What follows belongs to an exercise in optimizing a design on an open flow for small area, a short achievable clock period and few clock cycles per item; a production flow would make more cautious choices.
Function was checked by simulation only, so behaviour that the tests miss may differ from the original.

==> flow/design.v (outline; a module is shown in full before it is edited, if it fits) <==
// module operand_sequencer: 136 lines
// module fa_cell: 4 lines
// module ha_dual_cell: 4 lines
// module limb_fma: 1907 lines
// module result_collector: 33 lines
// module mp_mul_top: 80 lines
module mp_mul_top (
   input  logic                clk,
   input  logic                rst,
   input  logic                a_wr,
   input  mp_types_pkg::limb_t a_limb,
   input  logic                b_wr,
   input  mp_types_pkg::limb_t b_limb,
   input  logic                start,
   output logic                busy,
   output logic                p_valid,
   output mp_types_pkg::limb_t p_limb,
   output logic                p_last
);
  // ...
==> flow/run.sh <==
#!/bin/bash
# synth_recipe.tcl (not shown) runs the flow's synth.tcl, then flattens the netlist and writes it again
# the make line also repeats each setting of config.mk as NAME=value (left out here)
make -C /OpenROAD-flow-scripts/flow DESIGN_CONFIG=/design/flow/config.mk WORK_HOME=/design/flow/orfs CLKGATE_MAP_FILE= SYNTH_SCRIPT=/design/flow/synth_recipe.tcl finish
==> flow/config.mk <==
export PLATFORM = sky130hd
export DESIGN_NAME = mp_mul_top
export DESIGN_NICKNAME = mp_mul_top
export VERILOG_FILES = /design/flow/design.v
export SDC_FILE = /design/flow/constraint.sdc
export NUM_CORES = 4
export LEC_CHECK = 0
export CAP_MARGIN = 20
export CELL_PAD_IN_SITES_DETAIL_PLACEMENT = 1
export CELL_PAD_IN_SITES_GLOBAL_PLACEMENT = 2
export CORE_MARGIN = 2
export CORE_UTILIZATION = 40
export SLEW_MARGIN = 20
export SYNTH_HIERARCHICAL = 1
export SYNTH_MINIMUM_KEEP_SIZE = 0
==> flow/constraint.sdc <==
create_clock -name core_clock -period 12.0 [get_ports {clk}]
set_input_delay 2.4000 -clock core_clock [delete_from_list [all_inputs] [get_ports {clk}]]
set_output_delay 2.4000 -clock core_clock [all_outputs]
set_load 0.01 [all_outputs]
==> flow_metrics.py, run 1 <==
metrics = {
    "routing": {
        "routed_wl_mm": 164,
        "ant_nets": 0,
        "dr_wl_met2_mm": 70.2,
    },
    "cells_and_area": {
        "largest_registers": "u_seq.a_q x128, u_seq.b_q x128",
        "mostFrequentLayoutCell": "fa_1",
        "synthToLayoutAreaGrowth_pct": 7.23,
        "inv_count": 218,
        "final-nonclk-buf-share_pct": 3.62,
        "most-common-layout-cells": "546 x fa_1, 496 x a222oi_1, 288 x dfxtp_1",
        "n_fill_cell": 10700,
        "num-multi-input-gates": 1952,
    },
    "worst_setup_path": {
        "worstSetupEndpoint": "n_acc_c[37]",
        "crit_fanout": 32,
    },
    "global_route": {
        "met1_usage_pct": 38.6,
        "grt_pass1_vias": 33800,
        "met2_usage_pct": 44.2,
    },
    "synthesis": {
        "synth_fp_nets": 3988,
    },
    "floorplanning": {
        "start_util_pct": 40.2,
        "die_y_um": 329,
        "row_count": 119,
    },
    "sta": {
        "slew_headroom_pct": 17.0,
        "setup_viol": 0,
    },
    "clocking": {
        "cts_hold_buf": 0,
        "postCtsSetupRepairBufs": 0,
    },
    "run_status": {
        "status": "complete, no violations",
    },
    "min_path": {
        "min_path_cells": 0,
    },
}
Testbench counts, summed over its fixed seeds: cycles 9,216, items 384.
==> module operand_sequencer, before the edit <==
module operand_sequencer (
   input  logic        clk,
   input  logic        rst,
   input  logic        a_wr,
   input  logic [31:0] a_limb,
   input  logic        b_wr,
   input  logic [31:0] b_limb,
   input  logic        start,
   output logic        busy,
   output logic [4:0]  cnt,
   output logic        acc_clr,
   output logic        acc_shift,
   output logic [31:0] a_r,
   output logic [33:0] a3_r,
   output logic [15:0] sel1,
   output logic [15:0] sel2,
   output logic [15:0] sel3
);
   logic [31:0] a_q [4];
   logic [31:0] b_q [4];
   logic        a_shift;
   logic        b_shift;
   logic        a_pend;
   logic        b_pend;
   logic [31:0] a_pd;
   logic [31:0] b_pd;
   logic        busy_n;
   logic [4:0]  cnt_n;
   logic        clr_n;
   logic        shift_n;
   logic [1:0]  ia, ib, ia_n, ib_n;
   logic        bz, bz_n;
   logic [31:0] a_sel;
   logic [31:0] b_sel;
   assign a_shift = a_wr & ~busy;
   assign b_shift = b_wr & ~busy;
   always_ff @(posedge clk or negedge rst) begin
      if (!rst) begin
         a_pend <= 1'b0;
         b_pend <= 1'b0;
      end else begin
         a_pend <= a_shift;
         b_pend <= b_shift;
      end
   end
   always_ff @(posedge clk) begin
      a_pd <= a_limb;
      b_pd <= b_limb;
      if (a_pend) begin
         a_q[0] <= a_q[1];
         a_q[1] <= a_q[2];
         a_q[2] <= a_q[3];
         a_q[3] <= a_pd;
      end
      if (b_pend) begin
         b_q[0] <= b_q[1];
         b_q[1] <= b_q[2];
         b_q[2] <= b_q[3];
         b_q[3] <= b_pd;
      end
   end
   function automatic logic [4:0] prod_sel(input logic [4:0] p);
      case (p)
         5'd0:  prod_sel = {1'b0, 2'd0, 2'd0};
         5'd1:  prod_sel = {1'b0, 2'd0, 2'd1};
         5'd2:  prod_sel = {1'b0, 2'd1, 2'd0};
         5'd3:  prod_sel = {1'b0, 2'd0, 2'd2};
         5'd4:  prod_sel = {1'b0, 2'd1, 2'd1};
         5'd5:  prod_sel = {1'b0, 2'd2, 2'd0};
         5'd6:  prod_sel = {1'b0, 2'd0, 2'd3};
         5'd7:  prod_sel = {1'b0, 2'd1, 2'd2};
         5'd8:  prod_sel = {1'b0, 2'd2, 2'd1};
         5'd9:  prod_sel = {1'b0, 2'd3, 2'd0};
         5'd10: prod_sel = {1'b0, 2'd1, 2'd3};
         5'd11: prod_sel = {1'b0, 2'd2, 2'd2};
         5'd12: prod_sel = {1'b0, 2'd3, 2'd1};
         5'd13: prod_sel = {1'b0, 2'd2, 2'd3};
         5'd14: prod_sel = {1'b0, 2'd3, 2'd2};
         5'd15: prod_sel = {1'b0, 2'd3, 2'd3};
         default: prod_sel = {1'b1, 2'd0, 2'd0};
      endcase
   endfunction
   function automatic logic col_start(input logic [4:0] x);
      case (x)
         5'd1, 5'd3, 5'd6, 5'd10, 5'd13, 5'd15, 5'd16, 5'd17: col_start = 1'b1;
         default: col_start = 1'b0;
      endcase
   endfunction
   always_comb begin
      if (busy) begin
         busy_n       = (cnt != 5'd18);
         cnt_n        = cnt + 5'd1;
         clr_n        = 1'b0;
         shift_n      = col_start(cnt + 5'd1);
         {bz_n, ia_n, ib_n} = (cnt == 5'd18) ? prod_sel(5'd0) : prod_sel(cnt + 5'd2);
      end else begin
         busy_n       = start;
         cnt_n        = 5'd0;
         clr_n        = start;
         shift_n      = 1'b0;
         bz_n = 1'b0;
         ia_n = {1'b0, a_shift};
         ib_n = {1'b0, b_shift | start};
      end
   end
   always_ff @(posedge clk or negedge rst) begin
      if (!rst) begin
         busy      <= 1'b0;
         cnt       <= '0;
         acc_clr   <= 1'b0;
         acc_shift <= 1'b0;
         bz        <= 1'b0;
         ia        <= '0;
         ib        <= '0;
      end else begin
         busy      <= busy_n;
         cnt       <= cnt_n;
         acc_clr   <= clr_n;
         acc_shift <= shift_n;
         bz        <= bz_n;
         ia        <= ia_n;
         ib        <= ib_n;
      end
   end
   assign a_sel = a_q[ia];
   assign b_sel = bz ? 32'd0 : b_q[ib];
   always_ff @(posedge clk) begin
      a_r  <= a_sel;
      a3_r <= {2'b00, a_sel} + {1'b0, a_sel, 1'b0};
      for (int m = 0; m < 16; m++) begin
         sel1[m] <= ~b_sel[2*m+1] &  b_sel[2*m];
         sel2[m] <=  b_sel[2*m+1] & ~b_sel[2*m];
         sel3[m] <=  b_sel[2*m+1] &  b_sel[2*m];
      end
   end
endmodule
==> module ha_dual_cell, before the edit <==
module ha_dual_cell (input logic na, input logic nb, output logic ns, output logic nco);
   assign ns  = ~(na ^ nb);
   assign nco = na | nb;
endmodule
==> module result_collector, before the edit <==
module result_collector (
   input  logic        clk,
   input  logic        rst,
   input  logic        busy,
   input  logic [4:0]  cnt,
   input  logic        acc_shift,
   input  logic [31:0] s_lo,
   input  logic [31:0] c_lo,
   output logic        p_valid,
   output logic [31:0] p_limb,
   output logic        p_last
);
   logic        cin;
   logic [32:0] sum;
   assign sum = {1'b0, s_lo} + {1'b0, c_lo} + {32'd0, cin};
   always_ff @(posedge clk) begin
      p_limb <= sum[31:0];
      if (!busy) begin
         cin <= 1'b0;
      end else if (acc_shift) begin
         cin <= sum[32];
      end
   end
   always_ff @(posedge clk or negedge rst) begin
      if (!rst) begin
         p_valid <= 1'b0;
         p_last  <= 1'b0;
      end else begin
         p_valid <= busy & acc_shift;
         p_last  <= busy & (cnt == 5'd17);
      end
   end
endmodule
==> module mp_mul_top, before the edit <==
module mp_mul_top (
   input  logic                clk,
   input  logic                rst,
   input  logic                a_wr,
   input  mp_types_pkg::limb_t a_limb,
   input  logic                b_wr,
   input  mp_types_pkg::limb_t b_limb,
   input  logic                start,
   output logic                busy,
   output logic                p_valid,
   output mp_types_pkg::limb_t p_limb,
   output logic                p_last
);
   logic [4:0]  cnt;
   logic        acc_clr;
   logic        acc_shift;
   logic [31:0] a_r;
   logic [33:0] a3_r;
   logic [15:0] sel1, sel2, sel3;
   logic [65:0] n_acc_s, n_acc_c;
   logic [65:0] n_in_s, n_in_c;
   logic [65:0] n_sum, n_car;
   operand_sequencer u_seq (
      .clk       (clk),
      .rst       (rst),
      .a_wr      (a_wr),
      .a_limb    (a_limb),
      .b_wr      (b_wr),
      .b_limb    (b_limb),
      .start     (start),
      .busy      (busy),
      .cnt       (cnt),
      .acc_clr   (acc_clr),
      .acc_shift (acc_shift),
      .a_r       (a_r),
      .a3_r      (a3_r),
      .sel1      (sel1),
      .sel2      (sel2),
      .sel3      (sel3)
   );
   always_comb begin
      if (acc_clr) begin
         n_in_s = '1;
         n_in_c = '1;
      end else if (acc_shift) begin
         n_in_s = {{32{1'b1}}, n_acc_s[65:32]};
         n_in_c = {{32{1'b1}}, n_acc_c[65:32]};
      end else begin
         n_in_s = n_acc_s;
         n_in_c = n_acc_c;
      end
   end
   limb_fma u_mac (
      .a_r   (a_r),
      .a3_r  (a3_r),
      .sel1    (sel1),
      .sel2    (sel2),
      .sel3    (sel3),
      .n_acc_s (n_in_s),
      .n_acc_c (n_in_c),
      .n_sum_o (n_sum),
      .n_car_o (n_car)
   );
   always_ff @(posedge clk) begin
      n_acc_s <= n_sum;
      n_acc_c <= n_car;
   end
   result_collector u_coll (
      .clk       (clk),
      .rst       (rst),
      .busy      (busy),
      .cnt       (cnt),
      .acc_shift (acc_shift),
      .s_lo      (~n_acc_s[31:0]),
      .c_lo      (~n_acc_c[31:0]),
      .p_valid   (p_valid),
      .p_limb    (p_limb),
      .p_last    (p_last)
   );
endmodule
==> inputs of run 2 (changes only) <==
--- a/flow/design.v
+++ b/flow/design.v
@@ -29,7 +29,8 @@
    input  logic        start,
    output logic        busy,
    output logic [4:0]  cnt,
-   output logic        acc_clr,
+   output logic        acc_keep_n,
+   output logic        acc_down_n,
    output logic        acc_shift,
    output logic [31:0] a_r,
    output logic [33:0] a3_r,
@@ -128,7 +129,8 @@
       if (!rst) begin
          busy      <= 1'b0;
          cnt       <= '0;
-         acc_clr   <= 1'b0;
+         acc_keep_n <= 1'b1;
+         acc_down_n <= 1'b1;
          acc_shift <= 1'b0;
          bz        <= 1'b0;
          ia        <= '0;
@@ -136,7 +138,8 @@
       end else begin
          busy      <= busy_n;
          cnt       <= cnt_n;
-         acc_clr   <= clr_n;
+         acc_keep_n <= clr_n | shift_n;
+         acc_down_n <= clr_n | ~shift_n;
          acc_shift <= shift_n;
          bz        <= bz_n;
          ia        <= ia_n;
@@ -160,9 +163,15 @@
    assign s  = a ^ b ^ c;
    assign co = (a & b) | (a & c) | (b & c);
 endmodule
+module xnor_cell (input logic a, input logic b, output logic y);
+   assign y = ~(a ^ b);
+endmodule
+module or_cell (input logic a, input logic b, output logic y);
+   assign y = a | b;
+endmodule
 module ha_dual_cell (input logic na, input logic nb, output logic ns, output logic nco);
-   assign ns  = ~(na ^ nb);
-   assign nco = na | nb;
+   xnor_cell u_x (.a(na), .b(nb), .y(ns));
+   or_cell   u_o (.a(na), .b(nb), .y(nco));
 endmodule
 module limb_fma (
    input  logic [31:0] a_r,
@@ -2078,21 +2087,21 @@
    input  logic        busy,
    input  logic [4:0]  cnt,
    input  logic        acc_shift,
-   input  logic [31:0] s_lo,
-   input  logic [31:0] c_lo,
+   input  logic [31:0] n_s_lo,
+   input  logic [31:0] n_c_lo,
    output logic        p_valid,
    output logic [31:0] p_limb,
    output logic        p_last
 );
-   logic        cin;
-   logic [32:0] sum;
-   assign sum = {1'b0, s_lo} + {1'b0, c_lo} + {32'd0, cin};
+   logic        ncin;
+   logic [32:0] t;
+   assign t = {1'b0, n_s_lo} + {1'b0, n_c_lo} + {32'd0, ncin};
    always_ff @(posedge clk) begin
-      p_limb <= sum[31:0];
+      p_limb <= ~t[31:0];
       if (!busy) begin
-         cin <= 1'b0;
+         ncin <= 1'b1;
       end else if (acc_shift) begin
-         cin <= sum[32];
+         ncin <= t[32];
       end
    end
    always_ff @(posedge clk or negedge rst) begin
@@ -2120,7 +2129,8 @@
    output logic                p_last
 );
    logic [4:0]  cnt;
-   logic        acc_clr;
+   logic        acc_keep_n;
+   logic        acc_down_n;
    logic        acc_shift;
    logic [31:0] a_r;
    logic [33:0] a3_r;
@@ -2138,7 +2148,8 @@
       .start     (start),
       .busy      (busy),
       .cnt       (cnt),
-      .acc_clr   (acc_clr),
+      .acc_keep_n (acc_keep_n),
+      .acc_down_n (acc_down_n),
       .acc_shift (acc_shift),
       .a_r       (a_r),
       .a3_r      (a3_r),
@@ -2147,15 +2158,14 @@
       .sel3      (sel3)
    );
    always_comb begin
-      if (acc_clr) begin
-         n_in_s = '1;
-         n_in_c = '1;
-      end else if (acc_shift) begin
-         n_in_s = {{32{1'b1}}, n_acc_s[65:32]};
-         n_in_c = {{32{1'b1}}, n_acc_c[65:32]};
-      end else begin
-         n_in_s = n_acc_s;
-         n_in_c = n_acc_c;
+      for (int j = 0; j < 66; j++) begin
+         if (j < 34) begin
+            n_in_s[j] = (acc_keep_n | n_acc_s[j]) & (acc_down_n | n_acc_s[j+32]);
+            n_in_c[j] = (acc_keep_n | n_acc_c[j]) & (acc_down_n | n_acc_c[j+32]);
+         end else begin
+            n_in_s[j] = acc_keep_n | n_acc_s[j];
+            n_in_c[j] = acc_keep_n | n_acc_c[j];
+         end
       end
    end
    limb_fma u_mac (
@@ -2179,8 +2189,8 @@
       .busy      (busy),
       .cnt       (cnt),
       .acc_shift (acc_shift),
-      .s_lo      (~n_acc_s[31:0]),
-      .c_lo      (~n_acc_c[31:0]),
+      .n_s_lo    (n_acc_s[31:0]),
+      .n_c_lo    (n_acc_c[31:0]),
       .p_valid   (p_valid),
       .p_limb    (p_limb),
       .p_last    (p_last)
==> flow_metrics.py, run 2 <==
metrics = {
    "global_route": {
        "overflow": 0,
        "grt_max_degree": 77,
        "grt_pass1_vias": 32900,
        "antenna_found_initial": 9,
        "grt_pass1_wl_mm": 234,
        "track_usage_pct": 30.0,
    },
    "floorplanning": {
        "row_count": 118,
        "die_y_um": 326,
        "die_area_mm2": 0.106,
        "die_w_um": 326,
        "design.core.area_mm2": 0.103,
        "io_pins": 104,
        "start_util_pct": 40.2,
    },
    "sta": {
        "final_hold_viol_count": 0,
        "finalCritPeriodShare_pct": 40.4,
        "worst_slack_ns": 7.15,
        "fmax_ghz": 0.206,
        "fin_skew_ns": 0.0283,
        "min_period_ns": 4.85,
        "slew_headroom_pct": 14.8,
        "setup_viol": 0,
        "tightest_slew_ns": 1.28,
        "tns_ns": 0,
        "slew_viol_final": 0,
        "rsz0062_at_grt": "false",
    },
    "clocking": {
        "clk_path_buf_depth": 3,
        "cts_resized": 0,
        "clockRootBuffer": "clkbuf_16",
        "cts_tree": "yes",
        "cts_hold_buf": 0,
        "clkSinkCount": 616,
        "cts_buffers": 74,
        "path_clk_slew_ns": 0.06,
        "insertion_delay_ns": 0.68,
        "postCtsSetupRepairBufs": 0,
        "htree_levels": 3,
    },
    "worst_setup_path": {
        "crit_type": "register to primary output",
        "critical_path_buf_inv_count": 1,
        "cp-end-kind": "primary output",
        "worstPathArrival_ns": 2.45,
        "crit_path_start_kind": "register",
        "crit_chain": "clkdlybuf4s50_1",
        "crit_fanout": 18,
        "cp_top_family": "flip-flops",
        "slowest_delay_ns": 1.08,
        "worst_ep_required_time_ns": 9.60,
        "crit_slowest_cell": "dfrtp_1",
    },
    "run_status": {
        "status": "complete, no violations",
    },
    "synthesis": {
        "synth_area_mm2": 0.0415,
        "yosysWarningCount": 11,
        "syn_area_per_cell_um2": 13.6,
        "postSynthCellCount": 3046,
        "synth_fp_nets": 3729,
    },
    "placement": {
        "dp_hpwl_mm": 99.2,
        "place_congestion": 0.898,
        "pre_cts_slack_ns": 7.32,
        "port_buffers": 103,
    },
    "routing": {
        "drt-met1-wl_mm": 61.2,
        "num_vias": 30500,
        "wl_met3_mm": 21.6,
        "top_layer": "met5",
        "vias_per_cell": 7.14,
        "dr_wl_met2_mm": 70.1,
        "routed_wl_mm": 162,
        "wire_per_inst_um": 37.9,
        "firstDrtPassIters": 15,
        "first_iter_violations": 6540,
        "ant_nets": 0,
        "post-route-drc-count": 0,
    },
    "cells_and_area": {
        "mostFrequentLayoutCell": "fa_1",
        "final_nets": 3507,
        "largest_registers": "u_seq.a_q x128, u_seq.b_q x128",
        "drive_gt1_share_pct": 13.7,
        "finish.utilization_pct": 42.9,
        "most-common-layout-cells": "546 x fa_1, 496 x a222oi_1, 283 x dfxtp_1",
        "synthToLayoutAreaGrowth_pct": 6.88,
    },
    "min_path": {
        "worstHoldPathType": "register to register",
    },
    "flow_run": {
        "drv_cap": 0,
    },
}
[run 2: final cells by class]
cell class	instances	area (um2)
Fill cell	10300	58900
Antenna cell	6	15.0
Inverter	20	75.1
Clock buffer	104	2130
Sequential cell	616	15100
Multi-Input combinational cell	1932	23200
Clock inverter	33	470
Tap cell	1380	1730
Timing Repair Buffer	180	1610
[run 2: metal layers]
layer | GRT usage (%) | up-vias
met3 | 11.5 | 652
met5 | 0.399 | -
met4 | 15.2 | 15
li1 | - | 11400
met2 | 44.5 | 2554
met1 | 38.3 | 15900
[run 2: final timing paths]
kind,to,startpoint,depth (start not counted),slack (ns)
max in group asynchronous,u_seq.b_pend,rst,1,9.17
min in group asynchronous,u_seq.ia[0],rst,1,2.22
hold reg to reg,u_seq.a_q[3][14],u_seq.a_pd[14],0,0.40
setup / recovery,busy,u_seq.busy,1,7.15
hold / removal,u_seq.a_q[3][14],u_seq.a_pd[14],0,0.40
setup reg to reg,n_acc_c[26],u_seq.sel3[3],7,7.35
[run 2: per-stage QoR]
stage / instance area [um2] / cells / hold slack, ns
finish: 44300 / 4271 / 0.401
global route: 44300 / 4265 / 0.408
CTS: 44300 / 4265 / 0.404
detailed placement: 41700 / 4128 / 0.390
global placement: 41700 / 4128 / 0.386
floorplan: 41500 / 3046 / 0.386
Testbench counts of run 2, summed over its fixed seeds: cycles 9,216, items 384.
==> inputs of run 3 (changes only) <==
--- a/flow/design.v
+++ b/flow/design.v
@@ -28,6 +28,7 @@
    input  logic [31:0] b_limb,
    input  logic        start,
    output logic        busy,
+   output logic        busy_nx,
    output logic [4:0]  cnt,
    output logic        acc_keep_n,
    output logic        acc_down_n,
@@ -42,45 +43,31 @@
    logic [31:0] b_q [4];
    logic        a_shift;
    logic        b_shift;
-   logic        a_pend;
-   logic        b_pend;
-   logic [31:0] a_pd;
-   logic [31:0] b_pd;
    logic        busy_n;
    logic [4:0]  cnt_n;
    logic        clr_n;
    logic        shift_n;
-   logic [1:0]  ia, ib, ia_n, ib_n;
-   logic        bz, bz_n;
+   logic [1:0]  ia_n, ib_n;
+   logic        bz_n;
    logic [31:0] a_sel;
    logic [31:0] b_sel;
    assign a_shift = a_wr & ~busy;
    assign b_shift = b_wr & ~busy;
-   always_ff @(posedge clk or negedge rst) begin
-      if (!rst) begin
-         a_pend <= 1'b0;
-         b_pend <= 1'b0;
-      end else begin
-         a_pend <= a_shift;
-         b_pend <= b_shift;
-      end
-   end
    always_ff @(posedge clk) begin
-      a_pd <= a_limb;
-      b_pd <= b_limb;
-      if (a_pend) begin
+      if (a_shift) begin
          a_q[0] <= a_q[1];
          a_q[1] <= a_q[2];
          a_q[2] <= a_q[3];
-         a_q[3] <= a_pd;
+         a_q[3] <= a_limb;
       end
-      if (b_pend) begin
+      if (b_shift) begin
          b_q[0] <= b_q[1];
          b_q[1] <= b_q[2];
          b_q[2] <= b_q[3];
-         b_q[3] <= b_pd;
+         b_q[3] <= b_limb;
       end
    end
+   assign busy_nx = busy_n;
    function automatic logic [4:0] prod_sel(input logic [4:0] p);
       case (p)
          5'd0:  prod_sel = {1'b0, 2'd0, 2'd0};
@@ -121,8 +108,8 @@
          clr_n        = start;
          shift_n      = 1'b0;
          bz_n = 1'b0;
-         ia_n = {1'b0, a_shift};
-         ib_n = {1'b0, b_shift | start};
+         ia_n = 2'd0;
+         ib_n = {1'b0, start};
       end
    end
    always_ff @(posedge clk or negedge rst) begin
@@ -132,30 +119,39 @@
          acc_keep_n <= 1'b1;
          acc_down_n <= 1'b1;
          acc_shift <= 1'b0;
-         bz        <= 1'b0;
-         ia        <= '0;
-         ib        <= '0;
       end else begin
          busy      <= busy_n;
          cnt       <= cnt_n;
          acc_keep_n <= clr_n | shift_n;
          acc_down_n <= clr_n | ~shift_n;
          acc_shift <= shift_n;
-         bz        <= bz_n;
-         ia        <= ia_n;
-         ib        <= ib_n;
       end
    end
-   assign a_sel = a_q[ia];
-   assign b_sel = bz ? 32'd0 : b_q[ib];
+   logic [4:0] osel_q [4];
+   for (genvar g = 0; g < 4; g++) begin : g_osel
+      ctl_reg #(.W(5)) u_osel (.clk(clk), .rst(rst), .d({bz_n, ia_n, ib_n}), .q(osel_q[g]));
+      assign a_sel[8*g +: 8] = a_q[osel_q[g][3:2]][8*g +: 8];
+      assign b_sel[8*g +: 8] = osel_q[g][4] ? 8'd0 : b_q[osel_q[g][1:0]][8*g +: 8];
+   end
    always_ff @(posedge clk) begin
       a_r  <= a_sel;
-      a3_r <= {2'b00, a_sel} + {1'b0, a_sel, 1'b0};
       for (int m = 0; m < 16; m++) begin
          sel1[m] <= ~b_sel[2*m+1] &  b_sel[2*m];
          sel2[m] <=  b_sel[2*m+1] & ~b_sel[2*m];
          sel3[m] <=  b_sel[2*m+1] &  b_sel[2*m];
       end
+      a3_r <= {2'b00, a_sel} + {1'b0, a_sel, 1'b0};
+   end
+endmodule
+module ctl_reg #(parameter int W = 1) (
+   input  logic         clk,
+   input  logic         rst,
+   input  logic [W-1:0] d,
+   output logic [W-1:0] q
+);
+   always_ff @(posedge clk or negedge rst) begin
+      if (!rst) q <= '0;
+      else      q <= d;
    end
 endmodule
 `timescale 1ns/1ns
@@ -2085,6 +2081,8 @@
    input  logic        clk,
    input  logic        rst,
    input  logic        busy,
+   input  logic        busy_nx,
+   output logic        busy_o,
    input  logic [4:0]  cnt,
    input  logic        acc_shift,
    input  logic [31:0] n_s_lo,
@@ -2108,7 +2106,9 @@
       if (!rst) begin
          p_valid <= 1'b0;
          p_last  <= 1'b0;
+         busy_o  <= 1'b0;
       end else begin
+         busy_o  <= busy_nx;
          p_valid <= busy & acc_shift;
          p_last  <= busy & (cnt == 5'd17);
       end
@@ -2129,6 +2129,8 @@
    output logic                p_last
 );
    logic [4:0]  cnt;
+   logic        busy_i;
+   logic        busy_nx;
    logic        acc_keep_n;
    logic        acc_down_n;
    logic        acc_shift;
@@ -2146,7 +2148,8 @@
       .b_wr      (b_wr),
       .b_limb    (b_limb),
       .start     (start),
-      .busy      (busy),
+      .busy      (busy_i),
+      .busy_nx   (busy_nx),
       .cnt       (cnt),
       .acc_keep_n (acc_keep_n),
       .acc_down_n (acc_down_n),
@@ -2186,7 +2189,9 @@
    result_collector u_coll (
       .clk       (clk),
       .rst       (rst),
-      .busy      (busy),
+      .busy      (busy_i),
+      .busy_nx   (busy_nx),
+      .busy_o    (busy),
       .cnt       (cnt),
       .acc_shift (acc_shift),
       .n_s_lo    (n_acc_s[31:0]),
--- a/flow/config.mk
+++ b/flow/config.mk
@@ -10,6 +10,8 @@
 export CELL_PAD_IN_SITES_GLOBAL_PLACEMENT = 2
 export CORE_MARGIN = 2
 export CORE_UTILIZATION = 40
-export SLEW_MARGIN = 20
+export CTS_CLUSTER_DIAMETER = 70
+export CTS_CLUSTER_SIZE = 25
+export SLEW_MARGIN = 45
 export SYNTH_HIERARCHICAL = 1
 export SYNTH_MINIMUM_KEEP_SIZE = 0
==> flow_metrics.py, run 3 <==
metrics = {
    "cells_and_area": {
        "largest_registers": "u_seq.a_q x128, u_seq.b_q x128",
        "most-common-layout-cells": "545 x fa_1, 496 x a222oi_1, 256 x edfxtp_1",
        "synthToLayoutAreaGrowth_pct": 5.19,
        "mostFrequentLayoutCell": "fa_1",
        "fin_cells": 4227,
        "final_area_mm2": 0.0431,
        "finish.utilization_pct": 42.4,
        "n_fill_cell": 10300,
        "final_nets": 3500,
        "drive_gt1_share_pct": 12.6,
    },
    "floorplanning": {
        "die_area_mm2": 0.105,
        "row_count": 117,
        "die_w_um": 324,
        "start_util_pct": 40.3,
        "design.core.area_mm2": 0.102,
        "io_pins": 104,
        "die_y_um": 324,
    },
    "worst_setup_path": {
        "crit_path_start_kind": "register",
        "worstPathArrival_ns": 5.09,
        "crit_fanout": 40,
        "worst_ep_required_time_ns": 12.54,
        "cp-end-kind": "register",
        "crit_type": "register to register",
    },
    "clocking": {
        "clk_path_buf_depth": 3,
        "clkSinkCount": 566,
        "postCtsSetupRepairBufs": 0,
        "cts_hold_buf": 0,
        "cts_buffers": 49,
        "htree_levels": 2,
        "path_clk_slew_ns": 0.10,
        "insertion_delay_ns": 0.68,
        "cts_tree": "yes",
        "cts_resized": 0,
        "clockRootBuffer": "clkbuf_16",
    },
    "run_status": {
        "status": "complete, no violations",
    },
    "routing": {
        "vias_per_cell": 7.11,
        "routed_wl_mm": 162,
        "wire_per_inst_um": 38.3,
        "post-route-drc-count": 0,
        "num_vias": 30000,
        "first_iter_violations": 6742,
        "firstDrtPassIters": 17,
        "ant_nets": 0,
    },
    "placement": {
        "dpl_cell_area_mm2": 0.0413,
        "place_congestion": 0.906,
        "port_buffers": 103,
        "dp_hpwl_mm": 103,
        "dp_cells": 4134,
    },
    "sta": {
        "slew_viol_final": 0,
        "fmax_ghz": 0.220,
        "final_hold_viol_count": 0,
        "rsz0062_at_grt": "false",
        "fin_skew_ns": 0.0428,
        "tns_ns": 0,
        "min_period_ns": 4.55,
        "tightest_slew_ns": 0.767,
        "slew_headroom_pct": 48.9,
        "finalCritPeriodShare_pct": 37.9,
        "setup_viol": 0,
    },
    "synthesis": {
        "postSynthCellCount": 3067,
        "yosysWarningCount": 15,
        "synth_area_mm2": 0.0409,
        "syn_area_per_cell_um2": 13.3,
        "synth_fp_nets": 3750,
    },
    "global_route": {
        "overflow": 0,
        "track_usage_pct": 30.8,
        "grt_pass1_wl_mm": 234,
        "grt_pass1_vias": 32700,
        "grt_max_degree": 90,
        "antenna_found_initial": 9,
    },
    "min_path": {
        "worstHoldPathType": "register to register",
    },
    "flow_run": {
        "drv_cap": 0,
    },
}
## run 3: worst paths after layout
path | start | end | slack (ns) | cells past startpoint
max reg2reg | u_seq.acc_down_n | n_acc_c[30] | 7.45 | 7
max | u_seq.acc_down_n | n_acc_c[30] | 7.45 | 7
min reg2reg | u_seq.b_q[2][11] | u_seq.b_q[1][11] | 0.44 | 0
min | u_seq.b_q[2][11] | u_seq.b_q[1][11] | 0.44 | 0
min in group asynchronous | rst | u_seq.cnt[0] | 1.66 | 1
max in group asynchronous | rst | u_seq.g_osel[3].u_osel.q[3] | 9.96 | 1
## run 3: stage by stage
stage | setup slack [ns] | hold slack [ns]
CTS | 7.50 | 0.447
global route | 7.32 | 0.450
floorplan | 3.42 | 0.417
global placement | 6.94 | 0.424
detailed placement | 7.39 | 0.427
finish | 7.45 | 0.443
## run 3: layout make-up
type	instances	area [um2]	share of cell area [%]
clock buffer	58	1310	3.05
tap	1368	1710	3.97
inverter	16	60.1	0.139
timing repair buffer	190	1710	3.96
sequential	566	14200	33.0
multi-input combinational	1994	23600	54.8
clock inverter	33	473	1.10
antenna	2	5.00	0.0116
## run 3: per-layer routing
metal	wire, um	track usage (%)
met1	60500	39.0
met2	70800	46.8
met3	20300	10.3
met4	10100	16.0
met5	121	0.509
## run 3: worst max-delay path, stage by stage (launching register included)
cell and delay, ns:
dfstp_2 0.97, buf_4 0.54, o22a_1 0.39, fa_1 0.50, fa_1 0.50, fa_1 0.51, fa_1 0.55, fa_1 0.41
Testbench counts of run 3, summed over its fixed seeds: cycles 9,216, items 384.
==> inputs of run 4 (changes only) <==
==> flow/flow/run.sh (new file) <==
#!/bin/bash
set -euo pipefail
export BUFFER_PORTS_ARGS="-buffer_cell sky130_fd_sc_hd__buf_2"
bash standard.sh > standard.log 2>&1
==> flow/standard.sh (new file) <==
#!/bin/bash
# synth_recipe.tcl (not shown) runs the flow's synth.tcl, then flattens the netlist and writes it again
# the make line also repeats each setting of config.mk as NAME=value (left out here)
make -C /OpenROAD-flow-scripts/flow DESIGN_CONFIG=/design/flow/config.mk WORK_HOME=/design/flow/orfs CLKGATE_MAP_FILE= SYNTH_SCRIPT=/design/flow/synth_recipe.tcl "${@:-finish}"
removed: flow/run.sh
==> flow_metrics.py, run 4 <==
metrics = {
    "run_status": {
        "status": "complete, no violations",
    },
    "clocking": {
        "cts_hold_buf": 0,
        "insertion_delay_ns": 0.68,
        "htree_levels": 2,
        "clk_path_buf_depth": 3,
        "postCtsSetupRepairBufs": 0,
        "clockRootBuffer": "clkbuf_16",
        "clkSinkCount": 566,
        "cts_buffers": 46,
        "cts_resized": 0,
        "path_clk_slew_ns": 0.09,
        "cts_tree": "yes",
    },
    "sta": {
        "holdWs_ns": 0.447,
        "tns_ns": 0,
        "rsz0062_at_grt": "false",
        "min_period_ns": 4.46,
        "finalCritPeriodShare_pct": 37.1,
        "fin_skew_ns": 0.0363,
        "tightest_slew_ns": 0.793,
        "slew_viol_final": 0,
        "slew_headroom_pct": 45.8,
        "setup_viol": 0,
        "fmax_ghz": 0.224,
        "final_hold_viol_count": 0,
    },
    "synthesis": {
        "synth_area_mm2": 0.0409,
        "yosysWarningCount": 15,
        "synth_fp_nets": 3750,
        "postSynthCellCount": 3067,
        "syn_area_per_cell_um2": 13.3,
    },
    "worst_setup_path": {
        "crit_path_start_kind": "register",
        "cp-end-kind": "register",
        "worstPathArrival_ns": 4.99,
        "rr_startpoint": "u_seq.a_r[20]",
        "crit_type": "register to register",
        "worst_ep_required_time_ns": 12.53,
        "crit_fanout": 32,
        "critPathLaunch": "u_seq.a_r[20]",
    },
    "floorplanning": {
        "die_w_um": 324,
        "die_area_mm2": 0.105,
        "io_pins": 104,
        "die_y_um": 324,
        "row_count": 117,
        "start_util_pct": 40.3,
        "design.core.area_mm2": 0.102,
    },
    "placement": {
        "dp_hpwl_mm": 102,
        "place_congestion": 0.897,
        "port_buffers": 103,
        "dpl_cell_area_mm2": 0.0408,
    },
    "cells_and_area": {
        "synthToLayoutAreaGrowth_pct": 3.71,
        "most-common-layout-cells": "545 x fa_1, 496 x a222oi_1, 256 x edfxtp_1",
        "final_area_mm2": 0.0425,
        "largest_registers": "u_seq.a_q x128, u_seq.b_q x128",
        "seqCellArea_mm2": 0.0142,
        "n_fill_cell": 10400,
        "finish.utilization_pct": 41.8,
        "multiInputGateArea_mm2": 0.0236,
        "drive_gt1_share_pct": 16.0,
        "mostFrequentLayoutCell": "fa_1",
        "final_nets": 3500,
    },
    "routing": {
        "ant_nets": 0,
        "firstDrtPassIters": 15,
        "wire_per_inst_um": 38.0,
        "first_iter_violations": 6834,
        "routed_wl_mm": 160,
        "num_vias": 29900,
        "vias_per_cell": 7.07,
        "post-route-drc-count": 0,
    },
    "min_path": {
        "worstHoldPathType": "register to register",
        "hold_start": "u_seq.a_q[2][5]",
    },
    "global_route": {
        "grt_max_degree": 90,
        "track_usage_pct": 30.4,
        "overflow": 0,
        "grt_pass1_vias": 32400,
        "antenna_found_initial": 7,
        "grt_pass1_wl_mm": 231,
    },
    "flow_run": {
        "drv_cap": 0,
    },
}
==> run 4: final cells by class <==
class	instances	share of cell area, %
multi-input combinational	1994	55.6
sequential	566	33.4
tap	1368	4.03
timing repair buffer	193	2.89
clock buffer	52	2.86
clock inverter	34	1.07
inverter	16	0.141
antenna	3	0.0177
==> run 4: worst paths after layout <==
check	slack [ns]	cells past startpoint	end
worst max-delay path	7.54	8	n_acc_c[29]
min in group asynchronous	1.67	1	u_coll.p_valid
worst max register to register	7.54	8	n_acc_c[29]
worst min register to register	0.45	0	u_seq.a_q[1][5]
worst min-delay path	0.45	0	u_seq.a_q[1][5]
max in group asynchronous	9.97	1	u_seq.acc_down_n
==> run 4: worst max-delay path: stages (launching register included) <==
cell and delay, ns:
dfxtp_1 0.33, buf_4 0.28, a222oi_1 0.72, fa_1 0.56, fa_1 0.48, fa_1 0.53
fa_1 0.42, fa_1 0.52, fa_1 0.42
==> run 4: metrics by stage <==
| step | std cells | setup WS (ns) |
|---|---|---|
| after detailed placement | 4137 | 7.72 |
| after global routing | 4223 | 7.53 |
| after floorplan | 3067 | 3.42 |
| final | 4226 | 7.54 |
| after global placement | 4134 | 7.30 |
| after CTS | 4223 | 7.67 |
==> run 4: per-layer routing <==
layer | track usage [%] | wire length, um | vias up | part of all wire [%]
li1 | - | - | 11400 | -
met1 | 39.1 | 61100 | 15400 | 38
met2 | 45.9 | 69700 | 2385 | 43
met3 | 9.89 | 19900 | 637 | 12
met4 | 15.4 | 9590 | 4 | 6.0
met5 | 0.417 | 70 | - | 0.044
==> inputs of run 5 (changes only) <==
--- a/flow/design.v
+++ b/flow/design.v
@@ -30,8 +30,8 @@
    output logic        busy,
    output logic        busy_nx,
    output logic [4:0]  cnt,
-   output logic        acc_keep_n,
-   output logic        acc_down_n,
+   output logic [5:0]  acc_keep_n,
+   output logic [2:0]  acc_down_n,
    output logic        acc_shift,
    output logic [31:0] a_r,
    output logic [33:0] a3_r,
@@ -116,17 +116,19 @@
       if (!rst) begin
          busy      <= 1'b0;
          cnt       <= '0;
-         acc_keep_n <= 1'b1;
-         acc_down_n <= 1'b1;
          acc_shift <= 1'b0;
       end else begin
          busy      <= busy_n;
          cnt       <= cnt_n;
-         acc_keep_n <= clr_n | shift_n;
-         acc_down_n <= clr_n | ~shift_n;
          acc_shift <= shift_n;
       end
    end
+   for (genvar g = 0; g < 6; g++) begin : g_keep
+      ctl_reg #(.W(1), .RV(1'b1)) u_keep (.clk(clk), .rst(rst), .d(clr_n | shift_n), .q(acc_keep_n[g]));
+   end
+   for (genvar g = 0; g < 3; g++) begin : g_down
+      ctl_reg #(.W(1), .RV(1'b1)) u_down (.clk(clk), .rst(rst), .d(clr_n | ~shift_n), .q(acc_down_n[g]));
+   end
    logic [4:0] osel_q [4];
    for (genvar g = 0; g < 4; g++) begin : g_osel
       ctl_reg #(.W(5)) u_osel (.clk(clk), .rst(rst), .d({bz_n, ia_n, ib_n}), .q(osel_q[g]));
@@ -143,14 +145,14 @@
       a3_r <= {2'b00, a_sel} + {1'b0, a_sel, 1'b0};
    end
 endmodule
-module ctl_reg #(parameter int W = 1) (
+module ctl_reg #(parameter int W = 1, parameter logic RV = 1'b0) (
    input  logic         clk,
    input  logic         rst,
    input  logic [W-1:0] d,
    output logic [W-1:0] q
 );
    always_ff @(posedge clk or negedge rst) begin
-      if (!rst) q <= '0;
+      if (!rst) q <= {W{RV}};
       else      q <= d;
    end
 endmodule
@@ -2131,8 +2133,8 @@
    logic [4:0]  cnt;
    logic        busy_i;
    logic        busy_nx;
-   logic        acc_keep_n;
-   logic        acc_down_n;
+   logic [5:0]  acc_keep_n;
+   logic [2:0]  acc_down_n;
    logic        acc_shift;
    logic [31:0] a_r;
    logic [33:0] a3_r;
@@ -2163,11 +2165,11 @@
    always_comb begin
       for (int j = 0; j < 66; j++) begin
          if (j < 34) begin
-            n_in_s[j] = (acc_keep_n | n_acc_s[j]) & (acc_down_n | n_acc_s[j+32]);
-            n_in_c[j] = (acc_keep_n | n_acc_c[j]) & (acc_down_n | n_acc_c[j+32]);
+            n_in_s[j] = (acc_keep_n[j/11] | n_acc_s[j]) & (acc_down_n[j/12] | n_acc_s[j+32]);
+            n_in_c[j] = (acc_keep_n[j/11] | n_acc_c[j]) & (acc_down_n[j/12] | n_acc_c[j+32]);
          end else begin
-            n_in_s[j] = acc_keep_n | n_acc_s[j];
-            n_in_c[j] = acc_keep_n | n_acc_c[j];
+            n_in_s[j] = acc_keep_n[j/11] | n_acc_s[j];
+            n_in_c[j] = acc_keep_n[j/11] | n_acc_c[j];
          end
       end
    end
==> flow/run.sh (new file) <==
#!/bin/bash
# synth_recipe.tcl (not shown) runs the flow's synth.tcl, then flattens the netlist and writes it again
# the make line also repeats each setting of config.mk as NAME=value (left out here)
make -C /OpenROAD-flow-scripts/flow DESIGN_CONFIG=/design/flow/config.mk WORK_HOME=/design/flow/orfs CLKGATE_MAP_FILE= SYNTH_SCRIPT=/design/flow/synth_recipe.tcl finish
removed: flow/flow/run.sh
removed: flow/standard.sh
==> flow_metrics.py, run 5 <==
metrics = {
    "run_status": {
        "status": "complete, no violations",
    },
    "synthesis": {
        "synth_fp_nets": 3753,
        "syn_area_per_cell_um2": 13.4,
        "synth_area_mm2": 0.0412,
        "postSynthCellCount": 3070,
        "yosysWarningCount": 16,
    },
    "global_route": {
        "overflow": 0,
        "grt_pass1_vias": 32500,
        "grt_pass1_wl_mm": 227,
        "track_usage_pct": 29.0,
        "antenna_found_initial": 4,
        "grt_max_degree": 96,
    },
    "sta": {
        "slew_headroom_pct": 41.1,
        "fmax_ghz": 0.236,
        "finalCritPeriodShare_pct": 35.4,
        "min_period_ns": 4.24,
        "slew_viol_final": 0,
        "tns_ns": 0,
        "fin_skew_ns": 0.0298,
        "rsz0062_at_grt": "false",
        "final_hold_viol_count": 0,
        "tightest_slew_ns": 0.862,
        "setup_viol": 0,
    },
    "worst_setup_path": {
        "crit_chain": "buf_4 > a222oi_1 > fa_1 > fa_1 > fa_1 > fa_1 > fa_1 > fa_1",
        "crit_top_cell": "fa_1",
        "slowest_delay_ns": 0.57,
        "crit_type": "register to register",
        "cp-end-kind": "register",
        "crit_slowest_cell": "fa_1",
        "worstPathArrival_ns": 4.79,
        "worst_ep_required_time_ns": 12.55,
        "crit_fanout": 32,
        "reg2reg_slack_ns": 7.76,
        "crit_path_start_kind": "register",
    },
    "placement": {
        "place_congestion": 0.914,
        "dp_hpwl_mm": 99.9,
        "dpl_cell_area_mm2": 0.0414,
        "port_buffers": 103,
    },
    "clocking": {
        "htree_levels": 2,
        "cts_tree": "yes",
        "clockRootBuffer": "clkbuf_16",
        "cts_resized": 0,
        "insertion_delay_ns": 0.68,
        "cts_hold_buf": 0,
        "clk_path_buf_depth": 3,
        "cts_buffers": 48,
        "path_clk_slew_ns": 0.09,
        "postCtsSetupRepairBufs": 0,
        "clkSinkCount": 573,
    },
    "floorplanning": {
        "start_util_pct": 40.4,
        "design.core.area_mm2": 0.102,
        "die_y_um": 325,
        "die_area_mm2": 0.106,
        "die_w_um": 325,
        "row_count": 117,
        "io_pins": 104,
    },
    "cells_and_area": {
        "synthToLayoutAreaGrowth_pct": 4.86,
        "most-common-layout-cells": "545 x fa_1, 496 x a222oi_1, 256 x edfxtp_1",
        "final_area_mm2": 0.0432,
        "drive_gt1_share_pct": 14.1,
        "final_nets": 3486,
        "mostFrequentLayoutCell": "fa_1",
        "largest_registers": "u_seq.a_q x128, u_seq.b_q x128",
    },
    "routing": {
        "ant_nets": 0,
        "firstDrtPassIters": 17,
        "first_iter_violations": 5772,
        "post-route-drc-count": 0,
        "vias_per_cell": 6.98,
        "num_vias": 29400,
        "wire_per_inst_um": 36.8,
        "routed_wl_mm": 155,
    },
    "min_path": {
        "worstHoldPathType": "register to register",
    },
    "flow_run": {
        "drv_cap": 0,
    },
}
## run 5: final timing paths
kind / start / to / cells after the start
worst min register to register: u_seq.a_q[2][2] / u_seq.a_q[1][2] / 0
max in group asynchronous: rst / u_seq.busy / 2
worst max-delay path: u_seq.sel2[1] / n_acc_c[27] / 8
min in group asynchronous: rst / u_coll.p_valid / 2
worst max register to register: u_seq.sel2[1] / n_acc_c[27] / 8
worst min-delay path: u_seq.a_q[2][2] / u_seq.a_q[1][2] / 0
## run 5: through the flow
stage	hold WS, ns	instances	setup slack, ns	utilization (%)
2_1_floorplan	0.417	3070	3.42	-
3_3_place_gp	0.423	4120	7.02	40.5
3_5_place_dp	0.429	4121	7.40	40.6
4_1_cts	0.434	4211	7.69	42.4
5_1_grt	0.442	4212	7.62	42.4
6_report	0.436	4212	7.76	42.4
## run 5: worst max-delay path, delay by kind of cell, from the launching register on
family                     cells  cell delay (ns)
DFF                            1             0.32
AOI/OAI and AO/OA              1             0.55
buffers and inverters          1             0.26
adders and majority gates      6             2.94
## run 5: cell type report
type	instances	area (um2)
antenna	1	2.50
tap	1368	1710
clock inverter	37	534
timing repair buffer	170	1550
sequential	573	14400
clock buffer	53	1250
fill	10300	58700
inverter	16	60.1
multi-input combinational	1994	23600
## run 5: metal layers
metal	part of all wire [%]	up-vias	routed length [um]	GRT usage (%)
met5	0	-	0	0.634
met1	38	15300	58900	36.5
met3	11	507	17500	8.92
met4	6.3	0	9720	17.1
li1	-	11400	-	-
met2	45	2167	69100	44.0
Testbench counts of run 5, summed over its fixed seeds: cycles 9,216, items 384.
==> inputs of run 6 (changes only) <==
==> flow/flow/run.sh (new file) <==
#!/bin/bash
set -euo pipefail
export BUFFER_PORTS_ARGS="-buffer_cell sky130_fd_sc_hd__buf_2"
bash standard.sh > standard.log 2>&1
==> flow/standard.sh (new file) <==
#!/bin/bash
# synth_recipe.tcl (not shown) runs the flow's synth.tcl, then flattens the netlist and writes it again
# the make line also repeats each setting of config.mk as NAME=value (left out here)
make -C /OpenROAD-flow-scripts/flow DESIGN_CONFIG=/design/flow/config.mk WORK_HOME=/design/flow/orfs CLKGATE_MAP_FILE= SYNTH_SCRIPT=/design/flow/synth_recipe.tcl "${@:-finish}"
removed: flow/run.sh
==> flow_metrics.py, run 6 <==
metrics = {
    "routing": {
        "wire_per_inst_um": 36.8,
        "vias_per_cell": 7.01,
        "num_vias": 29600,
        "firstDrtPassIters": 17,
        "routed_wl_mm": 155,
        "first_iter_violations": 5717,
        "ant_nets": 0,
        "post-route-drc-count": 0,
    },
    "floorplanning": {
        "design.core.area_mm2": 0.102,
        "row_count": 117,
        "die_y_um": 325,
        "start_util_pct": 40.4,
        "die_w_um": 325,
        "die_area_mm2": 0.106,
        "io_pins": 104,
    },
    "run_status": {
        "status": "complete, no violations",
    },
    "min_path": {
        "min_path_cells": 0,
        "worstHoldPathType": "register to register",
        "hold_start": "u_seq.a_q[2][5]",
        "min_to": "u_seq.a_q[1][5]",
    },
    "global_route": {
        "overflow": 0,
        "grt_pass1_wl_mm": 226,
        "antenna_found_initial": 4,
        "grt_max_degree": 86,
        "grt_pass1_vias": 32100,
        "track_usage_pct": 29.0,
    },
    "clocking": {
        "clkSinkCount": 573,
        "cts_resized": 0,
        "clockRootBuffer": "clkbuf_16",
        "clk_path_buf_depth": 3,
        "cts_tree": "yes",
        "cts_hold_buf": 0,
        "insertion_delay_ns": 0.69,
        "path_clk_slew_ns": 0.09,
        "htree_levels": 2,
        "cts_buffers": 50,
        "postCtsSetupRepairBufs": 0,
    },
    "placement": {
        "dp_hpwl_mm": 101,
        "port_buffers": 103,
        "dpl_cell_area_mm2": 0.0409,
        "place_congestion": 0.889,
        "pre_cts_slack_ns": 7.67,
    },
    "sta": {
        "tns_ns": 0,
        "tightest_slew_ns": 0.774,
        "slew_headroom_pct": 47.0,
        "rsz0062_at_grt": "false",
        "min_period_ns": 4.29,
        "holdWs_ns": 0.441,
        "worst_slack_ns": 7.71,
        "fmax_ghz": 0.233,
        "slew_viol_final": 0,
        "final_hold_viol_count": 0,
        "fin_skew_ns": 0.0689,
        "setup_viol": 0,
        "finalCritPeriodShare_pct": 35.8,
    },
    "synthesis": {
        "yosysWarningCount": 16,
        "syn_area_per_cell_um2": 13.4,
        "synth_fp_nets": 3753,
        "synth_area_mm2": 0.0412,
        "postSynthCellCount": 3070,
    },
    "worst_setup_path": {
        "worst_ep_required_time_ns": 12.51,
        "rr_endpoint": "n_acc_c[42]",
        "worstPathArrival_ns": 4.80,
        "reg2reg_slack_ns": 7.71,
        "crit_fanout": 34,
        "rr_startpoint": "u_seq.sel3[5]",
        "crit_type": "register to register",
        "crit_path_start_kind": "register",
        "cp-end-kind": "register",
        "rr_worst_depth": 8,
    },
    "cells_and_area": {
        "largest_registers": "u_seq.a_q x128, u_seq.b_q x128",
        "final_nets": 3488,
        "mostFrequentLayoutCell": "fa_1",
        "most-common-layout-cells": "545 x fa_1, 496 x a222oi_1, 256 x edfxtp_1",
        "diodes": 0,
        "final_area_mm2": 0.0427,
        "synthToLayoutAreaGrowth_pct": 3.80,
        "drive_gt1_share_pct": 18.0,
    },
    "flow_run": {
        "drv_cap": 0,
    },
}
-- run 6: per-stage QoR --
| step | std cells | utilization [%] |
|---|---|---|
| 2_1_floorplan | 3070 | - |
| 3_3_place_gp | 4117 | 39.9 |
| 3_5_place_dp | 4121 | 40.1 |
| 4_1_cts | 4214 | 41.9 |
| 5_1_grt | 4214 | 41.9 |
| 6_report | 4214 | 41.9 |
-- run 6: worst max-delay path by stage --
stage                  startpoint          endpoint  slack, ns  depth (start not counted)
floorplan                    a_wr   u_seq.a_q[0][0]       3.42                          1
global placement             a_wr  u_seq.a_q[0][29]       7.28                          3
detailed placement           a_wr  u_seq.a_q[2][29]       7.67                          5
CTS                 u_seq.a_r[24]       n_acc_c[26]       7.72                          7
global route        u_seq.sel2[2]       n_acc_c[34]       7.64                          8
finish              u_seq.sel3[5]       n_acc_c[42]       7.71                          8
-- run 6: layout make-up --
| class | count | area (um2) |
|---|---|---|
| timing repair buffer | 170 | 1090 |
| fill | 10300 | 59100 |
| clock buffer | 51 | 1260 |
| multi-input combinational | 1994 | 23600 |
| sequential | 573 | 14400 |
| clock inverter | 42 | 558 |
| tap | 1368 | 1710 |
| inverter | 16 | 60.1 |
-- run 6: metal layers --
metal  global-route usage (%)  part of all wire, %  vias up  routed length, um
li1                         -                    -    11400                  -
met1                     37.3                   38    15400              58800
met2                     43.8                   44     2231              68500
met3                     8.29                   12      483              18200
met4                     16.7                  6.2        4               9700
met5                        0                0.023        -                 36
-- run 6: critical path, stage by stage, from the launching register on --
cell,delay (ns)
dfxtp_1,0.31
buf_4,0.27
a222oi_1,0.54
fa_1,0.59
fa_1,0.55
fa_1,0.44
fa_1,0.43
fa_1,0.52
fa_1,0.41

-- separate check: timing with driven ports --
The results above use ideal ports. As a check the final layouts listed here were re-extracted and re-timed, cells and wires unchanged.
Step 1 assumes that a clkbuf_16 drives the clock port and a buf_2 every other input.
Step 2 moves the port delays by t, midway between the first and last clock arrival at a register: inputs arrive t later, outputs are due t later. That takes back most of the time a late clock gives input paths.
a / b / c = no drivers / after step 1 / after step 2; a / b = the first two.
| run | t (ns) | setup WS [ns] | hold WS [ns] | latest minus earliest clock arrival (ns) |
|---|---|---|---|---|
| run 1 | 0.720 | 7.352 / 7.352 / 7.352 | 0.395 / 0.395 / 0.395 | 0.050 / 0.049 |
| run 2 | 0.738 | 7.154 / 7.077 / 7.354 | 0.401 / 0.401 / 0.401 | 0.029 / 0.029 |
| run 3 | 0.736 | 7.452 / 7.452 / 7.391 | 0.443 / 0.443 / 0.443 | 0.045 / 0.045 |
| run 4 | 0.737 | 7.542 / 7.542 / 7.542 | 0.447 / 0.447 / 0.447 | 0.038 / 0.038 |
| run 5 | 0.739 | 7.757 / 7.757 / 7.408 | 0.436 / 0.436 / 0.436 | 0.038 / 0.038 |
| run 6 | 0.736 | 7.708 / 7.708 / 7.708 | 0.441 / 0.441 / 0.441 | 0.072 / 0.072 |
After both steps setup and hold are still met in every run listed. The setup slack of run 5, which loses most, moves by 0.000 ns with the drivers and by -0.349 ns with both steps.
